This is an optimization exercise on Yosys and OpenROAD, whose aim is small area and a short achievable clock period, not a production implementation. Function was checked by simulation only, so behaviour that the tests miss may differ from the original. Power figures rest on the tool's default switching activity, not on a simulated workload.

==> flow/design.v <==
module spi_ram_slave_burst #(
  parameter int DATA_WIDTH = 8,
  parameter int ADDR_WIDTH = 8,
  parameter bit BURST_EN   = 1'b1
) (
  input  logic clk,
  input  logic rst_n,
  input  logic SS_n,
  input  logic MOSI,
  output logic MISO
);
  logic       idle_q;    
  logic       c1_q;      
  logic       c0_q;      
  logic       data_q;    
  logic [2:0] cnt_q;     
  logic [1:0] cmd_q;
  logic       cmp_q;     
  logic [7:0] rx_q;      
  logic [7:1] tx_q;      
  logic       miso_q;
  logic       rst_seen_q;  
  logic       sel2_q;      
  assign MISO = miso_q;
  wire last_bit  = data_q && (cnt_q == 3'd7);
  wire act_waddr = cmp_q && (cmd_q == 2'b00);
  wire act_wdata = cmp_q && (cmd_q == 2'b01);
  wire act_raddr = cmp_q && (cmd_q == 2'b10);
  wire act_rd    = cmp_q && (cmd_q == 2'b11);
  wire act_rdata = act_rd && !SS_n;
  wire ld_next   = last_bit && (cmd_q == 2'b11);
  logic [7:0]    t_q;        
  logic [2047:0] ring_q;     
  logic [7:0] wt_q;
  logic        wpend_q;
  logic [7:0]  wbuf_q;
  logic [31:0] wen_q;
  logic        wnow_q;    
  logic [7:0]  rs_q;
  logic [31:0] csel_q;
  logic        cat_q;
  logic [7:0]  pf_q;
  logic [7:0] tap_word;
  always_comb begin
    tap_word = '0;
    for (int p = 0; p < 32; p++)
      tap_word = tap_word | ((ring_q[64*p +: 8] ^ {8{p[0]}}) & {8{csel_q[p]}});
  end
  logic [2047:0] ring_d;
  always_comb begin
    ring_d = {ring_q[2039:0], ring_q[2047:2040]};
    for (int p = 0; p < 32; p++)
      ring_d[64*p +: 8] = ~(wen_q[p] ? (wbuf_q ^ {8{!p[0]}}) : ring_d[64*p +: 8]);
  end
  wire [7:0] rx_slot = rx_q + t_q + 8'd1;
  logic       wpend_d;
  logic [7:0] wt_d;
  always_comb begin
    if (rst_seen_q && !wpend_q) wt_d = t_q + 8'd1;
    else if (act_waddr)         wt_d = rx_slot;
    else if (act_wdata)         wt_d = wt_q + 8'd2;
    else                        wt_d = wt_q + 8'd1;
    wpend_d = act_wdata || (wpend_q && !wnow_q);
  end
  logic [7:0] rs_d;
  always_comb begin
    if (rst_seen_q)     rs_d = t_q + 8'd1;
    else if (act_raddr) rs_d = rx_slot;
    else if (act_rdata) rs_d = rs_q + 8'd2;
    else                rs_d = rs_q + 8'd1;
  end
  wire       w_at  = act_wdata ? (wt_q[2:0] == 3'd6) : (wpend_d && wt_q[2:0] == 3'd7);
  wire       c_at  = sel2_q ? (rs_q[2:0] == 3'd6) : (rs_q[2:0] == 3'd7);
  function automatic logic [31:0] port_after(input logic en, input logic [4:0] p);
    logic [31:0] d;
    d = 32'd1 << p;
    port_after = en ? {d[30:0], d[31]} : 32'd0;
  endfunction
  always_ff @(posedge clk) begin
    t_q    <= t_q + 8'd1;
    rx_q   <= {rx_q[6:0], MOSI};
    ring_q <= ring_d;
    wt_q    <= wt_d;
    wpend_q <= wpend_d;
    if (act_wdata) wbuf_q <= rx_q;
    wen_q   <= port_after(w_at, wt_q[7:3]);
    wnow_q  <= w_at;
    rs_q  <= rs_d;
    sel2_q   <= data_q && (cmd_q == 2'b11) && (cnt_q[2:1] == 2'b11);
    cat_q  <= c_at;
    csel_q <= port_after(c_at, rs_q[7:3]);
    if (cat_q) pf_q <= tap_word;
  end
  always_ff @(posedge clk or negedge rst_n) begin
    if (!rst_n)        rst_seen_q <= 1'b1;
    else if (!wpend_q) rst_seen_q <= 1'b0;
  end
  always_ff @(posedge clk or negedge rst_n) begin
    if (!rst_n) begin
      idle_q    <= 1'b1;
      c1_q      <= 1'b0;
      c0_q      <= 1'b0;
      data_q    <= 1'b0;
      cnt_q     <= '0;
      cmd_q     <= '0;
      cmp_q     <= 1'b0;
      tx_q      <= '0;
      miso_q    <= 1'b0;
    end else begin
      if (SS_n) begin
        miso_q <= 1'b0;
        tx_q   <= '0;
      end else if (act_rd) begin
        miso_q <= pf_q[7];
        tx_q   <= pf_q[6:0];
      end else begin
        miso_q <= tx_q[7];
        tx_q   <= {tx_q[6:1], 1'b0};
      end
      cmp_q <= !SS_n && last_bit;
      if (SS_n) begin
        idle_q <= 1'b1;
        c1_q   <= 1'b0;
        c0_q   <= 1'b0;
        data_q <= 1'b0;
      end else begin
        idle_q <= 1'b0;
        c1_q   <= idle_q;
        c0_q   <= c1_q;
        if (c1_q) cmd_q[1] <= MOSI;
        if (c0_q) begin
          cmd_q[0] <= MOSI;
          data_q   <= 1'b1;
          cnt_q    <= '0;
        end else if (data_q) begin
          cnt_q <= cnt_q + 3'd1;
          if (cnt_q == 3'd7 && !cmd_q[0]) data_q <= 1'b0;
        end
      end
    end
  end
endmodule
==> flow/config.mk <==
export PLATFORM = sky130hd
export DESIGN_NAME = spi_ram_slave_burst
export DESIGN_NICKNAME = spi_ram_slave_burst
export VERILOG_FILES = /design/flow/design.v
export SDC_FILE = /design/flow/constraint.sdc
export NUM_CORES = 4
export LEC_CHECK = 0
export ABC_CLOCK_PERIOD_IN_PS = 2000
export CAP_MARGIN = 20
export CORE_MARGIN = 2
export CORE_UTILIZATION = 65
export CTS_CLUSTER_DIAMETER = 70
export CTS_CLUSTER_SIZE = 33
export SETUP_SLACK_MARGIN = 2.4
export SLEW_MARGIN = 20
==> flow/constraint.sdc <==
create_clock -name core_clock -period 4.4 [get_ports {clk}]
set_input_delay 0.8800 -clock core_clock [delete_from_list [all_inputs] [get_ports {clk}]]
set_output_delay 0.8800 -clock core_clock [all_outputs]
set_load 0.01 [all_outputs]
standard.sh (not shown) runs the stock make flow with config.mk's settings and CLKGATE_MAP_FILE= SYNTH_SCRIPT=/design/flow/synth_recipe.tcl, a recipe that flattens the netlist after the stock synthesis.
==> flow/flow/run.sh <==
#!/bin/bash
# The standard layout, with the I/O pins placed together (flow/io_constraints.tcl).
set -euo pipefail
export IO_CONSTRAINTS="$PWD/flow/io_constraints.tcl"
bash standard.sh > standard.log 2>&1
==> flow/flow/io_constraints.tcl <==
# Keep the I/O pins together in the middle of the left edge, so that the MISO
# flip-flop and the input logic sit next to their pins.
set_io_pin_constraint -pin_names {rst_n SS_n MOSI MISO clk} -region left:120-160
set_io_pin_constraint -group -order -pin_names {rst_n SS_n MOSI MISO clk}
The first run went through all stages and came out clean.
==> next run, changes <==
--- a/flow/config.mk
+++ b/flow/config.mk
@@ -11,5 +11,5 @@
 export CORE_UTILIZATION = 65
-export CTS_CLUSTER_DIAMETER = 70
-export CTS_CLUSTER_SIZE = 33
-export SETUP_SLACK_MARGIN = 2.4
+export CTS_CLUSTER_DIAMETER = 90
+export CTS_CLUSTER_SIZE = 30
+export SETUP_SLACK_MARGIN = 2.0
 export SLEW_MARGIN = 20
Outcome: Via count stays flat; sequential power stays flat; fmax drops by about 10%; utilization came out lower by 0.25 points; power increases by about 0.4%; first-iteration DRC count grows by about 1.3%; global-route usage climbs by 0.13 points; die area is unchanged; wire length stays flat.
==> next run, changes <==
==> flow/flow/io_constraints.tcl (replaced) <==
# Keep the I/O pins together in the middle of the left edge, so that the MISO
# flip-flop and the input logic sit next to their pins.
set_io_pin_constraint -pin_names {rst_n SS_n MOSI MISO clk} -region left:150-210
set_io_pin_constraint -group -order -pin_names {rst_n SS_n MOSI MISO clk}
--- a/flow/config.mk
+++ b/flow/config.mk
@@ -10,6 +10,6 @@
 export CORE_MARGIN = 2
-export CORE_UTILIZATION = 65
-export CTS_CLUSTER_DIAMETER = 90
-export CTS_CLUSTER_SIZE = 30
-export SETUP_SLACK_MARGIN = 2.0
+export CORE_UTILIZATION = 40
+export CTS_CLUSTER_DIAMETER = 110
+export CTS_CLUSTER_SIZE = 25
+export SETUP_SLACK_MARGIN = 2.6
 export SLEW_MARGIN = 20
Result: Cell area goes up by 5.3%. Combinational power increases by 32%. Sequential share of layout area went down by 4.0 points. Clock power rose by about 10%. Worst hold slack loses 0.0070 ns. Worst setup slack improved by 0.19 ns. Synthesized area stays the same. Count of clock-buffer cells in the layout went up by 20.

==> port drivers added, routing unchanged <==
In the flow no input, the clock included, has a driving cell. The finished layouts below were timed again as built, in two steps.
Step 1 assumes that a clkbuf_16 drives the clock port and a buf_2 every other input.
Step 2 moves the port delays by t, midway between the first and last clock arrival at a register: inputs arrive t later, outputs are due t later. That takes back most of the time a late clock gives input paths.
Slacks: ideal ports / drivers / drivers and shift; pairs: ideal ports / drivers.
| run | t (ns) | setup slack, ns | hold slack, ns | worst slew at a driven data input, ns |
|---|---|---|---|---|
| the first run | 0.708 | 2.341 / 2.291 / 1.828 | 0.318 / 0.318 / 0.318 | 0.03 |
| the second run | 0.711 | 2.108 / 2.108 / 1.769 | 0.314 / 0.314 / 0.314 | 0.03 |
| the third run | 0.738 | 2.303 / 2.249 / 1.991 | 0.307 / 0.307 / 0.307 | 0.03 |
After both steps setup and hold are still met in every run listed. For the first run, which loses most, drivers alone change the setup slack by -0.050 ns; drivers and shift together by -0.513 ns.
